This is an optimization exercise on Yosys and OpenROAD, whose aim is small area, not a production implementation. Function was not checked in any run shown here: the RTL went through the layout flow alone. Power is estimated from default activity; no workload was simulated.

==> design.v <==
`timescale 1ns/1ps
module bs_rca #(parameter int W = 8) (
    input  logic [W-1:0] a,
    input  logic [W-1:0] b,
    input  logic         ci,
    output logic [W-1:0] s,
    output logic         co
);
    logic [W:0] c;
    assign c[0] = ci;
    for (genvar i = 0; i < W; i++) begin : g_bit
        assign s[i]   = ~(~a[i] ^ b[i] ^ c[i]);
        assign c[i+1] = ~((~a[i] & ~b[i]) | (~a[i] & ~c[i]) | (~b[i] & ~c[i]));
    end
    assign co = c[W];
endmodule
module bicubic_scaler (
    input  logic        CLK,
    input  logic        RST,
    input  logic        start,
    input  logic [6:0]  v0,
    input  logic [6:0]  h0,
    input  logic [4:0]  sw,
    input  logic [5:0]  sh,
    input  logic [5:0]  tw,
    input  logic [7:0]  src_data,
    output logic        src_rd,
    output logic [13:0] src_addr,
    output logic        dst_we,
    output logic [11:0] dst_addr,
    output logic [7:0]  dst_data,
    output logic        done
);
    localparam logic [1:0] S_IDLE = 2'd0, S_INIT = 2'd1, S_SUB = 2'd2, S_PIX = 2'd3;
    logic [1:0]  state;
    logic [6:0]  cnt;
    logic [6:0]  h0_q;
    logic [4:0]  sm;        
    logic [5:0]  dd;        
    logic [5:0]  rows;      
    logic [13:0] row_base;
    logic [6:0]  colp;      
    logic [6:0]  rem;
    logic [5:0]  col;       
    logic [11:0] dst_cnt;
    logic [5:0]  dr;
    logic [14:0] x;
    logic [7:0]  t0, t1, t2;
    logic [14:0] p1, p2, p3;
    logic        y1, y2, y3;
    logic        cb, cc, cd;
    logic signed [3:0] g;
    logic        sa, sb, sc;
    logic [6:0]  cnt_inc, colp_inc, tcol, rem_add, koff, badd;
    logic [5:0]  col_inc, rows_dec, dd_in;
    logic [4:0]  sm_in;
    logic [11:0] dst_inc;
    logic [13:0] addr_sum;
    logic [6:0]  minu, diff;
    logic        ge;
    logic        nc0, nc1, nc2, nc3, nc4, nc5, nc6, nc7, nc8, nc9, nc10;
    bs_rca #(7)  u_cnt  (.a(cnt),     .b(7'd0),          .ci(1'b1), .s(cnt_inc),  .co(nc0));
    bs_rca #(7)  u_colp (.a(colp),    .b(7'd0),          .ci(1'b1), .s(colp_inc), .co(nc1));
    bs_rca #(7)  u_tcol (.a(colp),    .b(koff),          .ci(1'b0), .s(tcol),     .co(nc2));
    bs_rca #(7)  u_rem  (.a(rem),     .b({2'b00, sm}),   .ci(1'b0), .s(rem_add),  .co(nc3));
    bs_rca #(6)  u_col  (.a(col),     .b(6'd0),          .ci(1'b1), .s(col_inc),  .co(nc4));
    bs_rca #(6)  u_rows (.a(rows),    .b(6'h3f),         .ci(1'b0), .s(rows_dec), .co(nc5));
    bs_rca #(12) u_dst  (.a(dst_cnt), .b(12'd0),         .ci(1'b1), .s(dst_inc),  .co(nc6));
    bs_rca #(14) u_addr (.a(row_base), .b({7'd0, badd}), .ci(1'b0), .s(addr_sum), .co(nc7));
    bs_rca #(7)  u_sub  (.a(minu),    .b({1'b1, ~dd}),   .ci(1'b1), .s(diff),     .co(ge));
    bs_rca #(6)  u_twm1 (.a(tw),      .b(6'h3f),         .ci(1'b0), .s(dd_in),    .co(nc8));
    bs_rca #(5)  u_swm1 (.a(sw),      .b(5'h1f),         .ci(1'b0), .s(sm_in),    .co(nc9));
    logic        step100;
    assign koff    = (cnt < 7'd15) ? 7'h7f : (cnt < 7'd23) ? 7'd0 : (cnt < 7'd31) ? 7'd1 : 7'd2;
    assign step100 = (state == S_INIT) || (cnt == 7'd89);
    assign badd    = step100 ? 7'd100 : tcol;
    assign src_addr = addr_sum;
    assign src_rd   = (state == S_PIX);
    assign minu = (state == S_SUB) ? rem : {dr, 1'b0};
    logic        live;
    assign live = src_data[cnt[2:0]];
    always_ff @(posedge CLK) begin
        t0 <= {(cnt[6:3] == 4'd1) ? live : t0[0], t0[7:1]};
        t1 <= {(cnt[6:3] == 4'd2) ? live : t1[0], t1[7:1]};
        t2 <= {(cnt[6:3] == 4'd3) ? live : t2[0], t2[7:1]};
    end
    logic [1:0]  win;
    logic        tapon, first, running;
    logic        b0, b1, b2, b3;
    logic signed [4:0] wsum, tsum;
    logic        gbit;
    assign win     = {cnt[6], cnt[4]};
    assign tapon   = ~cnt[3];
    assign first   = (cnt[3:0] == 4'd0);
    assign running = cnt[6] | cnt[5];
    assign b0 = t0[0] & tapon;
    assign b1 = t1[0] & tapon;
    assign b2 = t2[0] & tapon;
    assign b3 = live  & tapon;
    always_comb begin
        case (win)
            2'd0:    wsum = - $signed({4'd0, b0}) + 5'sd3 * $signed({4'd0, b1})
                            - 5'sd3 * $signed({4'd0, b2}) + $signed({4'd0, b3});
            2'd1:    wsum = 5'sd2 * $signed({4'd0, b0}) - 5'sd5 * $signed({4'd0, b1})
                            + 5'sd4 * $signed({4'd0, b2}) - $signed({4'd0, b3});
            2'd2:    wsum = $signed({4'd0, b2}) - $signed({4'd0, b0});
            default: wsum = 5'sd2 * $signed({4'd0, b1}) + $signed({4'd0, first});
        endcase
    end
    assign tsum = wsum + (first ? 5'sd0 : {g[3], g});
    assign gbit = tsum[0];
    always_ff @(posedge CLK) begin
        g <= tsum[4:1];
        if (cnt[3:0] == 4'd15) begin
            if (win == 2'd0) sa <= gbit;
            if (win == 2'd1) sb <= gbit;
            if (win == 2'd2) sc <= gbit;
        end
    end
    logic        s1, bin, cin, din;
    logic        r2, q3, f;
    logic [14:0] u1, u2, u3;
    logic        o1, o2, o3;
    assign s1  = running & ((win == 2'd0) ? gbit : sa);
    assign bin = running & ((win == 2'd1) ? gbit : (win[1] ? sb : 1'b0));
    assign cin = running & ((win == 2'd2) ? gbit : ((win == 2'd3) ? sc : 1'b0));
    assign din = running & (win == 2'd3) & gbit;
    assign r2 = running & (y1 ^ bin ^ cb);
    assign q3 = running & (y2 ^ cin ^ cc);
    assign f  = y3 ^ din ^ cd;
    bs_rca #(15) u_m1 (.a(p1), .b(x & {15{s1}}), .ci(1'b0), .s(u1), .co(o1));
    bs_rca #(15) u_m2 (.a(p2), .b(x & {15{r2}}), .ci(1'b0), .s(u2), .co(o2));
    bs_rca #(15) u_m3 (.a(p3), .b(x & {15{q3}}), .ci(1'b0), .s(u3), .co(o3));
    always_ff @(posedge CLK) begin
        p1 <= {o1, u1[14:1]};
        p2 <= {o2, u2[14:1]};
        p3 <= {o3, u3[14:1]};
        y1 <= u1[0];
        y2 <= u2[0];
        y3 <= u3[0];
        cb <= running & ((y1 & bin) | (y1 & cb) | (bin & cb));
        cc <= running & ((y2 & cin) | (y2 & cc) | (cin & cc));
        cd <= running & ((y3 & din) | (y3 & cd) | (din & cd));
    end
    logic [8:0] res;
    always_ff @(posedge CLK)
        res <= {f, res[8:1]};
    assign dst_data = res[8] ? {8{~res[7]}} : res[7:0];
    always_ff @(posedge CLK) begin
        if (cnt == 7'd7)
            dr <= rem[5:0];
        else if (ge)
            dr <= diff[5:0];
        else
            dr <= {dr[4:0], 1'b0};
        if (cnt >= 7'd8 && cnt <= 7'd22)
            x <= {x[13:0], ge};
    end
    logic last_col, last_row;
    assign last_col = (col == dd);
    assign last_row = (rows == 6'd1);
    assign dst_addr = dst_cnt;
    always_ff @(posedge CLK) begin
        cnt <= cnt_inc;
        if (RST) begin
            state  <= S_IDLE;
            dst_we <= 1'b0;
            done   <= 1'b0;
        end else begin
            dst_we <= 1'b0;
            done   <= 1'b0;
            if (dst_we)
                dst_cnt <= dst_inc;
            case (state)
                S_IDLE: begin
                    if (start) begin
                        h0_q     <= h0;
                        sm       <= sm_in;
                        dd       <= dd_in;
                        rows     <= sh;
                        colp     <= ~v0;
                        row_base <= '0;
                        dst_cnt  <= '0;
                        col      <= '0;
                        rem      <= '0;
                        state    <= S_INIT;
                    end
                end
                S_INIT: begin
                    if (colp == 7'h7f) begin
                        colp  <= h0_q;
                        cnt   <= 7'd7;
                        state <= S_PIX;
                    end else begin
                        colp     <= colp_inc;
                        row_base <= addr_sum;
                    end
                end
                S_SUB: begin
                    if (ge) begin
                        rem  <= diff;
                        colp <= colp_inc;
                    end else begin
                        cnt   <= 7'd7;
                        state <= S_PIX;
                    end
                end
                default: begin   
                    if (cnt == 7'd89) begin
                        dst_we <= 1'b1;
                        if (last_col) begin
                            if (last_row) begin
                                done  <= 1'b1;
                                state <= S_IDLE;
                            end else begin
                                rows     <= rows_dec;
                                row_base <= addr_sum;
                                col      <= '0;
                                rem      <= '0;
                                colp     <= h0_q;
                                cnt      <= 7'd7;
                            end
                        end else begin
                            col   <= col_inc;
                            rem   <= rem_add;
                            state <= S_SUB;
                        end
                    end
                end
            endcase
        end
    end
endmodule
==> run.sh <==
#!/bin/bash
# synth_recipe.tcl (not shown) runs the flow's synth.tcl, then flattens the netlist and writes it again
# the make line also repeats each setting of config.mk as NAME=value (left out here)
make -C /OpenROAD-flow-scripts/flow DESIGN_CONFIG=/design/flow/config.mk WORK_HOME=/design/flow/orfs CLKGATE_MAP_FILE= SYNTH_SCRIPT=/design/flow/synth_recipe.tcl finish
==> config.mk <==
export PLATFORM = sky130hd
export DESIGN_NAME = bicubic_scaler
export DESIGN_NICKNAME = bicubic_scaler
export VERILOG_FILES = /design/flow/design.v
export SDC_FILE = /design/flow/constraint.sdc
export NUM_CORES = 4
export LEC_CHECK = 0
export CAP_MARGIN = 20
export CORE_MARGIN = 2
export CORE_UTILIZATION = 40
export CTS_BUF_LIST = sky130_fd_sc_hd__clkbuf_8
export CTS_CLUSTER_SIZE = 20
export SLEW_MARGIN = 20
==> constraint.sdc <==
create_clock -name core_clock -period 15.0 [get_ports {CLK}]
set_input_delay 3.0000 -clock core_clock [delete_from_list [all_inputs] [get_ports {CLK}]]
set_output_delay 3.0000 -clock core_clock [all_outputs]
set_load 0.01 [all_outputs]
==> results.txt, run 1 <==
outcome=complete, no violations; first-pass GRT wire length=28.1 mm; largest area contributor in the netlist=edfxtp_1; sw frac=0.359; maxcap violations=0; CP Launch Type=input port; die area=25,300 um2; CP Capture Type=flip-flop; total gr overflow=0; die span in y=159 um; vias in the first global route=5,668; CP arrival=12,340 ps; area grow syn2layout=15.9%; hpwl dp=12.2 mm; Synth Cell Area=9630 um2; Clock Sinks=193; Max Root-Sink Buffers=2; Vias/cell=4.63; Crit Path Class=input port to flip-flop; Core Util, Final=0.474; dominant synthesized flop cell=dfxtp_1; FILL cells=2,242; core area=23,500 um2; P per Cell Area=191 nW/um2; HP Class=flip-flop to flip-flop; routed len/inst=13.8 um; Max Clock Skew=17.8 ps; Final Setup Violations=0; CP Max Fanout=15; CTS Hold Bufs=0; Internal=1370 uW; starting density of the core=0.409; Reg power frac=0.391; DR top layer=met4; DRC Markers=0; fraction of registers with async set/reset=0; Final #Nets=1,035; crit path time final=11,980 ps; met3 wire length=480 um; adder-cell share of the synthesized area=0.234; yosys warns=1; critical path data required time=15,360 ps; compound-cell area share of the yosys netlist=0.0486; DRT met1 WL=7.54 mm; cells after synthesis=777; Post-synth EDFFs=88; Hold Fails Final Rpt=0; worst-margin pin slew=1020 ps; pin count of the biggest net entering global routing=43; clock power share=0.173; power share of the combinational group=0.436; Psw=767 uW; top-area cell type share of the netlist area=0.274; clock edge transition at the registers on the reported setup and hold paths=100 ps; setup repair bufs after CTS=0; Crit path max-delay family=adder cells; critical path buffer and inverter count=1; Detailed Routing Iterations Pass 1=4; Avg Cell Area, Syn=12.4 um2; Synthesized Nets=958; H-tree levels=4; TritonCTS clock tree=built; finished layout cell area=11,200 um2; Yosys reg bits=193; initial antenna violation count=0; share of cells above drive strength 1=0.0773; root buf cell=clkbuf_8; GRT Util Overall=0.137; Yosys cell types=54; I/O Buffers=78; fmax=83.4 MHz; CTS buffer count=17; Slowest-stage cell, CP=fa_1; RSZ-0062 raised after global routing=false; IO Pins=79; main combinational cell family by area after synthesis=adder cells; Met2 Wirelength=8.13 mm; Area contributors post-synth=edfxtp_1, dfxtp_1, fa_1; Skew-Pair Late Insertion Delay=470 ps; TNS Setup=0 ps; Die Span X=159 um; Slew headroom=0.313; most common cell after layout, fill and taps aside=dfxtp_1; Post-DP Area=10,700 um2; post-route ant nets=0; most frequent cells in the layout=dfxtp_1, edfxtp_1, inv_1; Site Rows=56; crit-path max cell delay=530 ps; Vias=5,497; Seq/Total Area, Yosys=0.492; mux share of post-synthesis cell area=0.0429; Routed WL=16.3 mm; gpl congestion=0.752; diode count=0; Max Slew Vio Count=0; part of the cycle the worst path needs=0.799; xor-xnor portion of the synthesized cell area=0.0227; Post-CTS Resized=0; Leak=0.00477 uW; crit-path most repeated cell=fa_1; 1st-iter DRT viols=301; Peak VDD IR=0.109 mV; Post-Synth Simple-Gate Area=0.114
==> synth_stat cells, drive strengths merged, types with 15 or more instances <==
cell,n
ha,70
a21oi,18
edfxtp,88
nand2,33
and3,21
nor2,47
o21ai,29
inv,84
nor2b,27
clkbuf,15
fa,69
xor2,15
and2,37
mux2i,21
dfxtp,105
==> power by group through the flow <==
stage / clock, uW / sequential [uW] / combinational, uW
6_report: 370 / 836 / 931
5_1_grt: 400 / 856 / 1060
4_1_cts: 381 / 839 / 956
3_5_place_dp: 0 / 849 / 947
3_3_place_gp: 0 / 847 / 936
2_1_floorplan: 0 / 815 / 632
==> state kept, by name (all words and copies together) (netlist names), 8 cells and up <==
signal    cells
p1           15
p2           15
p3           15
x            15
row_base     14
dst_cnt      12
res           9
t0            8
t1            8
t2            8
==> worst reg2reg max path, cell delays in order, from the launching register on <==
cell     delay, ps
dfxtp_1        570
mux4_2         550
mux2_2         310
nor2b_1        160
ha_1           300
mux4_2         450
ha_1           370
nand3_1         90
nor2_1         110
a21oi_1         60
fa_1           530
nor2_1         160
and2_1         250
ha_1           190
fa_1           390
fa_1           390
fa_1           390
fa_1           400
fa_1           400
fa_1           390
fa_1           390
fa_1           400
fa_1           390
fa_1           390
fa_1           380
fa_1           380
fa_1           380
fa_1           430
==> per-layer routing <==
metal	up-vias	global-route usage
met2	88	0.229
met5	-	0
met4	0	0.0393
li1	2744	-
met3	11	0.0320
met1	2654	0.180
==> cell type report <==
class | count | area [um2] | area share
Inverter | 86 | 323 | 0.0289
Clock inverter | 15 | 194 | 0.0174
Clock buffer | 17 | 234 | 0.0210
Multi-Input combinational cell | 473 | 4460 | 0.399
Timing Repair Buffer | 83 | 816 | 0.0731
Tap cell | 319 | 399 | 0.0357
Sequential cell | 193 | 4740 | 0.425
==> stage by stage <==
stage / setup WS (ps) / power (uW) / cells / hold WS (ps)
6_report: 3020 / 2140 / 1186 / 325
3_3_place_gp: 2630 / 1780 / 1153 / 311
3_5_place_dp: 2440 / 1800 / 1153 / 312
2_1_floorplan: 3320 / 1450 / 777 / 310
5_1_grt: 2630 / 2310 / 1186 / 326
4_1_cts: 2960 / 2180 / 1185 / 324
==> kinds of logic after synthesis <==
| kind of cell | count (synthesis) |
|---|---|
| adders and majority gates | 139 |
| and+or+nand+nor | 203 |
| AOI/OAI and AO/OA | 71 |
| buffers and inverters | 111 |
| DFF | 193 |
| muxes | 35 |
| xor gates and xnor gates | 25 |
==> worst paths after layout <==
kind | slack [ps] | from | cells past startpoint | endpoint
setup / recovery | 3020 | src_data[3] | 28 | p2[13]$_DFF_P_
hold / removal | 320 | t2[6]$_DFF_P_ | 0 | t2[5]$_DFF_P_
setup reg to reg | 5300 | cnt[0]$_DFF_P_ | 27 | p2[13]$_DFF_P_
hold reg to reg | 320 | t2[6]$_DFF_P_ | 0 | t2[5]$_DFF_P_
==> run 2, diff against run 1 <==
==> flow/run.sh (new file) <==
#!/bin/bash
# Layout flow: the standard flow (standard synthesis, floorplan, place, CTS,
# route), with two changes to how cells are chosen:
#  - the input and output ports are buffered with buf_1 instead of the default
#    buffer picked by buffer_ports (clkdlybuf4s50_1, 2.7x the area);
#  - clock tree synthesis runs with its usual arguments plus
#    -dont_use_dummy_load, so no dummy load cells are added to the clock tree.
# Every tool's output goes to standard.log in the work folder (ORFS also keeps
# its per-step logs under orfs/logs).
set -euo pipefail
export BUFFER_PORTS_ARGS="-buffer_cell sky130_fd_sc_hd__buf_1"
CTS="-sink_clustering_enable -repair_clock_nets -dont_use_dummy_load"
if [[ -n "${CTS_BUF_LIST_OWN:-}" ]]; then CTS="$CTS -buf_list {$CTS_BUF_LIST_OWN}"; fi
export CTS_ARGS="$CTS"
bash standard.sh > standard.log 2>&1
==> standard.sh (new file) <==
#!/bin/bash
# synth_recipe.tcl (not shown) runs the flow's synth.tcl, then flattens the netlist and writes it again
# the make line also repeats each setting of config.mk as NAME=value (left out here)
make -C /OpenROAD-flow-scripts/flow DESIGN_CONFIG=/design/flow/config.mk WORK_HOME=/design/flow/orfs CLKGATE_MAP_FILE= SYNTH_SCRIPT=/design/flow/synth_recipe.tcl "${@:-finish}"
--- a/config.mk
+++ b/config.mk
@@ -10,4 +10,2 @@
 export CORE_UTILIZATION = 40
-export CTS_BUF_LIST = sky130_fd_sc_hd__clkbuf_8
-export CTS_CLUSTER_SIZE = 20
 export SLEW_MARGIN = 20
removed: run.sh
==> run 2 against run 1 <==
Flip-flop and latch count stayed put. Setup slack better by 290 ps. Cell count is 1.3% lower. Synthesized cell count stayed put. Final area is 4.4% lower. Critical endpoint unchanged.
==> results.txt, run 2 <==
Max Clock Skew=25.1 ps (was 17.8 ps); largest area contributor in the netlist=edfxtp_1 (unchanged); TritonCTS clock tree=built (unchanged); pin count of the biggest net entering global routing=43 (unchanged); initial antenna violation count=0 (unchanged); CTS Hold Bufs=0 (unchanged); Final Hold Slack=317 ps (was 325 ps); clock edge transition at the registers on the reported setup and hold paths=70 ps (was 100 ps); Max Root-Sink Buffers=2 (unchanged); Crit Path Class=input port to flip-flop (unchanged); Reg power frac=0.413 (was 0.391); GRT Util Overall=0.134 (was 0.137); total gr overflow=0 (unchanged); Avg Cell Area, Syn=12.4 um2 (unchanged); sw frac=0.362 (was 0.359); 1st-iter DRT viols=279 (was 301); starting density of the core=0.409 (unchanged); Routed WL=15.8 mm (was 16.3 mm); crit-path most repeated cell=fa_1 (unchanged); Vias=5,419 (was 5,497); P per Cell Area=190 nW/um2 (was 191 nW/um2); count leader, synth=dfxtp_1 (unchanged); Slowest-stage cell, CP=fa_1 (unchanged); critical path buffer and inverter count=1 (unchanged); Internal=1290 uW (was 1370 uW); I/O Buffers=78 (unchanged); Detailed Routing Iterations Pass 1=4 (unchanged); hpwl dp=11.8 mm (was 12.2 mm); TNS Setup=0 ps (unchanged); dominant synthesized flop cell=dfxtp_1 (unchanged); crit-path max cell delay=530 ps (about the same); Peak VDD IR=0.0751 mV (was 0.109 mV); CTS buffer count=17 (unchanged); setup repair bufs after CTS=0 (unchanged); crit path time final=11,690 ps (was 11,980 ps); Area contributors post-synth=edfxtp_1, dfxtp_1, fa_1 (unchanged); Vias/cell=4.63 (about the same); share of cells above drive strength 1=0.0610 (was 0.0773); post-route ant nets=0 (unchanged); CP arrival=12,000 ps (was 12,340 ps); first-pass GRT wire length=27.4 mm (was 28.1 mm); top-area cell type share of the netlist area=0.274 (unchanged); IO Pins=79 (unchanged); Synth Cell Area=9630 um2 (unchanged); gpl congestion=0.771 (was 0.752); register area=4740 um2 (unchanged); Post-CTS Resized=0 (unchanged); Yosys cell types=54 (unchanged); fraction of registers with async set/reset=0 (unchanged); cells after synthesis=777 (unchanged); Leak=0.00455 uW (was 0.00477 uW); area grow syn2layout=10.8% (was 15.9%); Post-synth EDFFs=88 (unchanged); outcome=complete, no violations (unchanged); CP Capture Type=flip-flop (unchanged); most common cell after layout, fill and taps aside=dfxtp_1 (unchanged); power share of the combinational group=0.406 (was 0.436); hold wc startpoint=t0[5]$_DFF_P_ (was t2[6]$_DFF_P_); HP Class=flip-flop to flip-flop (unchanged); maxcap violations=0 (unchanged); DRC Markers=0 (unchanged); critical path data required time=15,310 ps (was 15,360 ps); Seq/Total Area, Yosys=0.492 (unchanged); Max Slew Vio Count=0 (unchanged); Clock Sinks=193 (unchanged); Slew headroom=0.373 (was 0.313); CP startpoint=src_data[7] (was src_data[3]); core area=23,500 um2 (unchanged); die area=25,300 um2 (unchanged); flop-to-flop setup slack=5320 ps (was 5300 ps); fmax=85.5 MHz (was 83.4 MHz); Hold Fails Final Rpt=0 (unchanged); yosys warns=1 (unchanged); r2r startpoint=cnt[0]$_DFF_P_ (unchanged); CP Launch Type=input port (unchanged); Die Span X=159 um (unchanged); part of the cycle the worst path needs=0.779 (was 0.799); vias in the first global route=5,517 (was 5,668); Skew-Pair Late Insertion Delay=430 ps (was 470 ps); Final Setup Violations=0 (unchanged); Crit path max-delay family=adder cells (unchanged); Final #Nets=1,035 (unchanged); Site Rows=56 (unchanged); worst-margin pin slew=933 ps (was 1020 ps); area of the multi-input gates=4460 um2 (unchanged); routed len/inst=13.5 um (was 13.8 um); root buf cell=clkbuf_16 (was clkbuf_8); Psw=732 uW (was 767 uW); FILL cells=2,222 (was 2,242); most frequent cells in the layout=dfxtp_1, edfxtp_1, inv_1 (unchanged); diode count=0 (unchanged); H-tree levels=4 (unchanged); clock power share=0.181 (was 0.173); top cells by count, synth=dfxtp_1, edfxtp_1, inv_1, ha_1, fa_1 (unchanged); die span in y=159 um (unchanged); RSZ-0062 raised after global routing=false (unchanged); Yosys reg bits=193 (unchanged); Synthesized Nets=958 (unchanged); CP Max Fanout=15 (unchanged)
[run 2: changes by cell type in the layout (fill, tap and decap cells not counted), sizes merged]
cell           delta
clkdlybuf4s50    -78
clkinvlp          -1
inv               -6
buf              +78
bufinv            -3
clkinv            -5
[run 2: area by class of cell]
class                           instances  area share
Inverter                               86      0.0302
Sequential cell                       193       0.444
Multi-Input combinational cell        473       0.417
Clock buffer                           17      0.0398
Timing Repair Buffer                   83      0.0307
Tap cell                              319      0.0374
[run 2: per-stage QoR]
| step | power [uW] | cell area (um2) | setup slack [ps] | std cells | utilization |
|---|---|---|---|---|---|
| 2_1_floorplan | 1450 | 9630 | 3320 | 777 | - |
| 3_3_place_gp | 1670 | 10200 | 2960 | 1153 | 0.435 |
| 3_5_place_dp | 1680 | 10200 | 2770 | 1153 | 0.435 |
| 4_1_cts | 2060 | 10700 | 3250 | 1170 | 0.453 |
| 5_1_grt | 2210 | 10700 | 2870 | 1171 | 0.453 |
| 6_report | 2020 | 10700 | 3310 | 1171 | 0.453 |
[run 2: power by group through the flow]
stage | clock [uW] | combinational, uW | sequential, uW
global route | 398 | 951 | 858
global placement | 0 | 827 | 847
detailed placement | 0 | 835 | 847
floorplan | 0 | 632 | 815
finish | 366 | 822 | 835
CTS | 380 | 844 | 839
[run 2: worst paths after layout]
kind | endpoint | cells after the start
worst max-delay path | p2[13]$_DFF_P_ | 28
worst min-delay path | t0[4]$_DFF_P_ | 0
worst max register to register | p2[13]$_DFF_P_ | 27
worst min register to register | t0[4]$_DFF_P_ | 0
[run 2: worst reg2reg max path, stage by stage, from the launching register on]
cell and delay [ps]:
dfxtp_1 540, mux4_2 550, mux2_2 320, nor2b_1 160, ha_1 300, mux4_2 470
ha_1 390, nand3_1 90, nor2_1 110, a21oi_1 60, fa_1 530, nor2_1 170
and2_1 250, ha_1 190, fa_1 380, fa_1 390, fa_1 400, fa_1 390
fa_1 400, fa_1 390, fa_1 380, fa_1 390, fa_1 390, fa_1 380
fa_1 380, fa_1 380, fa_1 380, fa_1 420
[run 2: cell families after synthesis]
kind of cell / share of synthesized area
DFF: 0.492
AOI/OAI and AO/OA: 0.0486
xor gates and xnor gates: 0.0227
buffers and inverters: 0.0455
adders and majority gates: 0.234
muxes: 0.0429
and+or+nand+nor: 0.114
[run 2: layer usage]
layer | vias up | wire length, um | part of all wire | track usage
li1 | 2731 | - | - | -
met1 | 2578 | 7450 | 0.47 | 0.178
met2 | 98 | 7600 | 0.48 | 0.220
met3 | 12 | 627 | 0.040 | 0.0310
met4 | 0 | 178 | 0.011 | 0.0360
met5 | - | 0 | 0 | 0

==> static timing again, ports no longer ideal <==
The flow's constraints put no driver on any port. The routed layouts listed below were extracted and timed again, unchanged, in two steps. Step 1: set_driving_cell puts a clkbuf_16 on CLK and a buf_2 on each other input, an assumption about the parent block. Step 2 adds t to the input delays and takes it off the output delays; t is the mean of the earliest and latest rising clock arrival at the registers after step 1. Input paths then give back, and output paths get back, about the clock's delay inside the block. Three values: ideal ports, drivers, drivers and shift; two values: the first two.
run	t (ns)	setup slack, ns	worst data-port slew with drivers (ns)
run 1	0.506	3.016 / 3.030 / 2.524	0.04
run 2	0.462	3.310 / 3.333 / 2.871	0.04
After both steps every run listed still meets setup and hold. For run 1, which loses most, drivers alone change the setup slack by +0.014 ns; drivers and shift together by -0.492 ns.
